This is an optimization exercise on Yosys and OpenROAD, whose aim is small area and a short achievable clock period, not a production implementation. Function not checked in this run: the RTL went through the layout flow alone.

## flow/design.v

```verilog
package cdma_img_fifo_128x11_pkg;
  localparam int DEPTH  = 128;
  localparam int WIDTH  = 11;
  localparam int ADDR_W = 7;
  localparam int CNT_W  = 8;
  typedef logic [ADDR_W-1:0] addr_t;
  typedef logic [CNT_W-1:0]  cnt_t;
  typedef logic [WIDTH-1:0]  data_t;
  localparam cnt_t FULL_CNT = 8'd128;
  function automatic [CNT_W-1:0] cnt_update(input [CNT_W-1:0] cnt, input inc, input dec);
    cnt_update = cnt + {{(CNT_W-1){1'b0}}, inc} - {{(CNT_W-1){1'b0}}, dec};
  endfunction
  function automatic [ADDR_W-1:0] addr_inc(input [ADDR_W-1:0] adr);
    addr_inc = adr + {{(ADDR_W-1){1'b0}}, 1'b1};
  endfunction
endpackage
module ram_128x11
(
  input  logic        clk,
  input  logic [7:0]  wlo,
  input  logic [15:0] whi,
  input  logic        we,
  input  logic [10:0] di,
  input  logic [7:0]  rlo,
  input  logic [15:0] rhi,
  output logic [10:0] q
);
  logic [10:0] mem_r [128];
  logic [10:0] grp_s [16];
  always_ff @(posedge clk) begin
    for (int k = 0; k < 128; k++) begin
      if (we & whi[k/8] & wlo[k%8]) begin
        mem_r[k] <= di;
      end
    end
  end
  always_comb begin
    for (int j = 0; j < 16; j++) begin
      grp_s[j] = '0;
      for (int i = 0; i < 8; i++) begin
        grp_s[j] = grp_s[j] | (mem_r[8*j+i] & {11{rlo[i]}});
      end
    end
    q = '0;
    for (int j = 0; j < 16; j++) begin
      q = q | (grp_s[j] & {11{rhi[j]}});
    end
  end
endmodule
module cdma_img_fifo_128x11
(
  input  logic             clk,
  input  logic             reset,
  input  logic             wr_req,
  output logic             wr_ready,
  input  logic [cdma_img_fifo_128x11_pkg::WIDTH-1:0] wr_data,
  output logic             rd_req,
  input  logic             rd_ready,
  output logic [cdma_img_fifo_128x11_pkg::WIDTH-1:0] rd_data,
  input  logic [31:0]      pwrbus_ram_pd
);
  logic  wr_req_in_r;
  cdma_img_fifo_128x11_pkg::data_t wr_data_in_r;
  logic  wr_busy_in_r;
  logic  wr_ready_r;
  logic  wr_full_r;
  cdma_img_fifo_128x11_pkg::cnt_t  wr_count_r;
  logic [7:0]  wr_lo_r;
  logic [15:0] wr_hi_r;
  logic  wr_popping_r;
  logic  rd_pushing_r;
  cdma_img_fifo_128x11_pkg::cnt_t  rd_count_r;
  logic [7:0]  rd_lo_r;
  logic [15:0] rd_hi_r;
  logic  rd_req_p_r;
  logic  rd_req_int_r;
  cdma_img_fifo_128x11_pkg::data_t rd_data_r;
  cdma_img_fifo_128x11_pkg::data_t ram_q_s;
  logic  wr_accept_s;
  logic  wr_reserving_s;
  cdma_img_fifo_128x11_pkg::cnt_t  wr_count_next_s;
  logic  wr_full_next_s;
  logic  wr_req_in_next_s;
  logic  wr_busy_in_next_s;
  logic  rd_popping_s;
  cdma_img_fifo_128x11_pkg::cnt_t  rd_count_next_s;
  logic  rd_req_p_next_s;
  logic  rd_req_int_next_s;
  always_comb begin
    wr_accept_s       = wr_req & ~wr_busy_in_r;
    wr_reserving_s    = wr_req_in_r & ~wr_full_r;
    wr_count_next_s   = cdma_img_fifo_128x11_pkg::cnt_update(wr_count_r, wr_reserving_s, wr_popping_r);
    wr_full_next_s    = (wr_count_next_s == cdma_img_fifo_128x11_pkg::FULL_CNT);
    wr_req_in_next_s  = wr_accept_s | (wr_req_in_r & ~wr_reserving_s);
    wr_busy_in_next_s = wr_req_in_next_s & wr_full_next_s;
  end
  always_ff @(posedge clk) begin
    if (reset) begin
      wr_req_in_r  <= 1'b0;
      wr_busy_in_r <= 1'b0;
      wr_ready_r   <= 1'b1;
      wr_full_r    <= 1'b0;
      wr_count_r   <= 8'd0;
      wr_lo_r      <= 8'd1;
      wr_hi_r      <= 16'd1;
      wr_popping_r <= 1'b0;
    end else begin
      wr_req_in_r  <= wr_req_in_next_s;
      wr_busy_in_r <= wr_busy_in_next_s;
      wr_ready_r   <= ~wr_busy_in_next_s;
      wr_full_r    <= wr_full_next_s;
      wr_count_r   <= wr_count_next_s;
      if (wr_reserving_s) begin
        wr_lo_r <= {wr_lo_r[6:0], wr_lo_r[7]};
        if (wr_lo_r[7]) wr_hi_r <= {wr_hi_r[14:0], wr_hi_r[15]};
      end
      wr_popping_r <= rd_popping_s;
    end
  end
  always_ff @(posedge clk) begin
    if (wr_accept_s) begin
      wr_data_in_r <= wr_data;
    end
  end
  always_comb begin
    rd_popping_s      = rd_req_p_r & (~rd_req_int_r | rd_ready);
    rd_count_next_s   = cdma_img_fifo_128x11_pkg::cnt_update(rd_count_r, rd_pushing_r, rd_popping_s);
    rd_req_p_next_s   = (rd_count_next_s != 8'd0);
    rd_req_int_next_s = rd_popping_s | (rd_req_int_r & ~rd_ready);
  end
  always_ff @(posedge clk) begin
    if (reset) begin
      rd_pushing_r <= 1'b0;
      rd_count_r   <= 8'd0;
      rd_lo_r      <= 8'd1;
      rd_hi_r      <= 16'd1;
      rd_req_p_r   <= 1'b0;
      rd_req_int_r <= 1'b0;
    end else begin
      rd_pushing_r <= wr_reserving_s;
      rd_count_r   <= rd_count_next_s;
      if (rd_popping_s) begin
        rd_lo_r <= {rd_lo_r[6:0], rd_lo_r[7]};
        if (rd_lo_r[7]) rd_hi_r <= {rd_hi_r[14:0], rd_hi_r[15]};
      end
      rd_req_p_r   <= rd_req_p_next_s;
      rd_req_int_r <= rd_req_int_next_s;
    end
  end
  ram_128x11 u_ram (
    .clk  (clk),
    .wlo  (wr_lo_r),
    .whi  (wr_hi_r),
    .we   (wr_reserving_s),
    .di   (wr_data_in_r),
    .rlo  (rd_lo_r),
    .rhi  (rd_hi_r),
    .q    (ram_q_s)
  );
  always_ff @(posedge clk) begin
    if (rd_popping_s) begin
      rd_data_r <= ram_q_s;
    end
  end
  assign wr_ready = wr_ready_r;
  assign rd_req   = rd_req_int_r;
  assign rd_data  = rd_data_r;
endmodule
```

## flow/run.sh

```bash
#!/bin/bash
# synth_recipe.tcl (not shown) runs the flow's synth.tcl, then flattens the netlist and writes it again
# the make line also repeats each setting of config.mk as NAME=value (left out here)
make -C /OpenROAD-flow-scripts/flow DESIGN_CONFIG=/design/flow/config.mk WORK_HOME=/design/flow/orfs CLKGATE_MAP_FILE= SYNTH_SCRIPT=/design/flow/synth_recipe.tcl finish
```

## flow/config.mk

```make
export PLATFORM = sky130hd
export DESIGN_NAME = cdma_img_fifo_128x11
export DESIGN_NICKNAME = cdma_img_fifo_128x11
export VERILOG_FILES = /design/flow/design.v
export SDC_FILE = /design/flow/constraint.sdc
export NUM_CORES = 4
export LEC_CHECK = 0
export CAP_MARGIN = 20
export CORE_MARGIN = 2
export CORE_UTILIZATION = 40
export SLEW_MARGIN = 20
```

## flow/constraint.sdc

```tcl
create_clock -name core_clock -period 4.2 [get_ports {clk}]
set_input_delay 0.8400 -clock core_clock [delete_from_list [all_inputs] [get_ports {clk}]]
set_output_delay 0.8400 -clock core_clock [all_outputs]
set_load 0.01 [all_outputs]
```

==> results.txt <==
==> layout make-up <==
class                           instances  area [um^2]
Antenna cell                            3         7.51
Clock buffer                          200         4020
Clock inverter                         76          718
Fill cell                           11590        75000
Inverter                               39          146
Multi-Input combinational cell       1337         9340
Sequential cell                      1502        44400
Tap cell                             1794         2240
Timing Repair Buffer                  106         1100
==> worst min path at each step <==
stage | from | end | slack, ps | cells past startpoint
2_1_floorplan | rd_req_p_r | rd_req_int_r | 430 | 2
3_3_place_gp | rd_req_p_r | rd_req_int_r | 480 | 2
3_5_place_dp | rd_req_p_r | rd_req_int_r | 480 | 2
4_1_cts | rd_req_p_r | rd_req_int_r | 490 | 2
5_1_grt | rd_req_p_r | rd_req_int_r | 500 | 2
6_report | rd_req_p_r | rd_req_int_r | 480 | 2
==> report_power, final <==
part / switching, uW / total, uW / internal [uW]
sequential: 159 / 16700 / 16500
clock: 5640 / 13000 / 7340
combinational: 1200 / 1810 / 616
==> kinds of logic (layout without fill, tap and decap cells) <==
logic type,Yosys count,after routing,share of synthesized area (%)
compound gates,870,870,11.9
xor+xnor,11,11,0.175
fa+ha+maj,18,18,0.437
buf+inv,249,421,2.26
flops,1502,1502,80.8
other cells,0,3,0
simple gates,438,438,4.50
==> state kept, by name (all words and copies together) (netlist names), 8 cells and up <==
| register | flops |
|---|---|
| wr_lo_r | 8 |
| rd_hi_r | 16 |
| rd_lo_r | 8 |
| u_ram.mem_r | 1408 |
| rd_data_r | 11 |
| wr_data_in_r | 11 |
| rd_count_r | 8 |
| wr_hi_r | 16 |
| wr_count_r | 8 |
==> per-stage QoR <==
| step | std cells | hold WS, ps | utilization (%) | cell area [um^2] |
|---|---|---|---|---|
| final | 5057 | 478 | 45.3 | 62000 |
| after detailed placement | 4777 | 478 | 41.8 | 57200 |
| after global routing | 5054 | 496 | 45.3 | 62000 |
| after CTS | 5053 | 489 | 45.2 | 62000 |
| after floorplan | 3088 | 435 | - | 55000 |
| after global placement | 4777 | 477 | 41.8 | 57200 |
==> synthesized netlist by cell type, drive strengths merged, types with 16 or more instances <==
library cell / instances
nand2: 96
a221oi: 44
nand4: 187
a21oi: 54
dfxtp: 72
a22oi: 704
inv: 38
buf: 114
a22o: 44
edfxtp: 1430
clkbuf: 96
ha: 16
and3: 115
==> metal layers <==
metal / global-route usage, % / vias to the layer above / part of all wire [%]
met1: 29.8 / 16142 / 42
li1: - / 13026 / -
met5: 0 / - / 0.015
met3: 4.08 / 222 / 8.5
met2: 33.3 / 1519 / 47
met4: 6.68 / 4 / 2.6
==> worst register-to-register path, cell delays in order, from the launching register on <==
cell,delay [ps]
dfxtp_1,330
nor2b_4,160
clkinv_1,250
ha_1,360
inv_1,50
ha_1,190
inv_1,70
fa_1,420
nor2b_1,130
o21a_1,160
o21a_1,160
o2111ai_1,140
and4bb_4,380
nor2b_1,120
==> results.cfg <==
[place]
place_ws_ps = 592
globalplace.congestion = 0.855
dp_hpwl_mm = 83.8
numPortBuffers = 27

[cts]
htree_levels = 4
cts.clk_slew.worst_paths_ps = 50
numCtsBuffers = 150
clock_sink_count = 1502
hold_buffers = 0
tritoncts = built
cts_setup_buffers = 0
clockRootBuffer = clkbuf_16
clock_latency_ps = 790
clockBufferDepth = 3
cts_resized = 0

[sta]
finalHoldViolCount = 0
tns_ps = 0
min_period_over_period_pct = 71.3
setup_viol = 0
slew_headroom_pct = 24.5
worst_pin_slew_ps = 1130
post-route-min-period_ps = 3000
fin_ws_ps = 1200
grt_setup_unrepaired = false
skew_ps = 27.0
fmax_mhz = 334
slew_viol_final = 0

[setup_path]
crit_arrival_ps = 3700
path_buf_inv = 3
required_ps = 4900
worstPathMaxFanout = 10
crit_family = adder cells
path_class = reg -> reg
crit_cells = 13
worst_r2r_endpoint = wr_full_r
r2r-start = wr_req_in_r
r2r_cells = 13
critPathMaxStageDelay_ps = 420
r2r_slack_ps = 1200
endpoint = wr_full_r
crit_chain = nor2b_4, clkinv_1, ha_1, inv_1, ha_1, inv_1, fa_1, nor2b_1, o21a_1, o21a_1, o2111ai_1, and4bb_4, nor2b_1
worstSetupStartpoint = wr_req_in_r
endpoint_kind = flop
startpoint_type = flop
slowest_stage = fa_1

[cells_and_area]
drive_gt1_share_pct = 9.42
syn_to_final_growth_pct = 12.8
final_common_cell = edfxtp_1
layout_common_cells = edfxtp_1 (1,430), a22oi_1 (701), nand4_1 (187)
finalNetCount = 3201

[power_and_ir_drop]
powerDensity_nw_per_um2 = 508
p_leak_uw = 0.0192
vdd_ir_drop_max_v = 0.000443
total_power_uw = 31500

[die]
pin_count = 60
start_util_pct = 40.1
rows = 136
die_y_um = 375
die_width_um = 375
dieArea_um2 = 140000
core_um2 = 137000

[synth]
synth_nets = 3153
yosys_most_used_dff = edfxtp_1
ys_top_cells_by_area = edfxtp_1 (78%), a22oi_1 (9.6%), dfxtp_1 (2.6%)
synth.top_cell.area_share_pct = 78.1
synth.avg_cell_area_um2 = 17.8
synth_top_area_cell = edfxtp_1
yosysUniqueCellTypes = 46
synth_cells = 3088
yosys_warnings = 4
synth_edf_count = 1430
async_reset_ff_share_pct = 0
ys_seq_area_share_pct = 80.8
ys_ff_latch = 1502
netlist_area_um2 = 55000

[global_routing]
gr-usage-all-layers_pct = 21.2
grt_max_degree = 129
overflow = 0
grt_pass1_wl_mm = 216
antenna_found_initial = 5
grt_pass1_vias = 29265

[routing]
drt_wl_total_mm = 151
vias = 30913
drc = 0
wl_per_cell_um = 29.9
routed_via_density = 6.11
postRouteAntennaNets = 0
dr.first_iter.drc_count = 3996
dr.pass1.iters = 6

[run]
drv_cap = 0

[hold_path]
hp-class = reg -> reg

[run_status]
status = finished clean

## static timing again, ports no longer ideal
The results above use ideal ports. As a check the final layout listed here was re-extracted and re-timed, cells and wires unchanged. Step 1, drivers: a clkbuf_16 drives clk and a buf_2 each remaining input, both assumed. Step 2 moves the port delays by t, midway between the first and last clock arrival at a register: inputs arrive t later, outputs are due t later. That takes back most of the time a late clock gives input paths. a / b / c = ideal ports / drivers / drivers and shift; a / b = the first two.
t (ns): 0.855
setup WS [ns]: 1.204 / 1.204 / 0.575
worst setup path after step 2: input to register
worst slew at a driven data input, ns: 0.04
pins driven straight from the clock port: 1
After both steps setup and hold are still met in this run. The setup slack of this run moves by 0.000 ns with the drivers and by -0.629 ns with both steps.
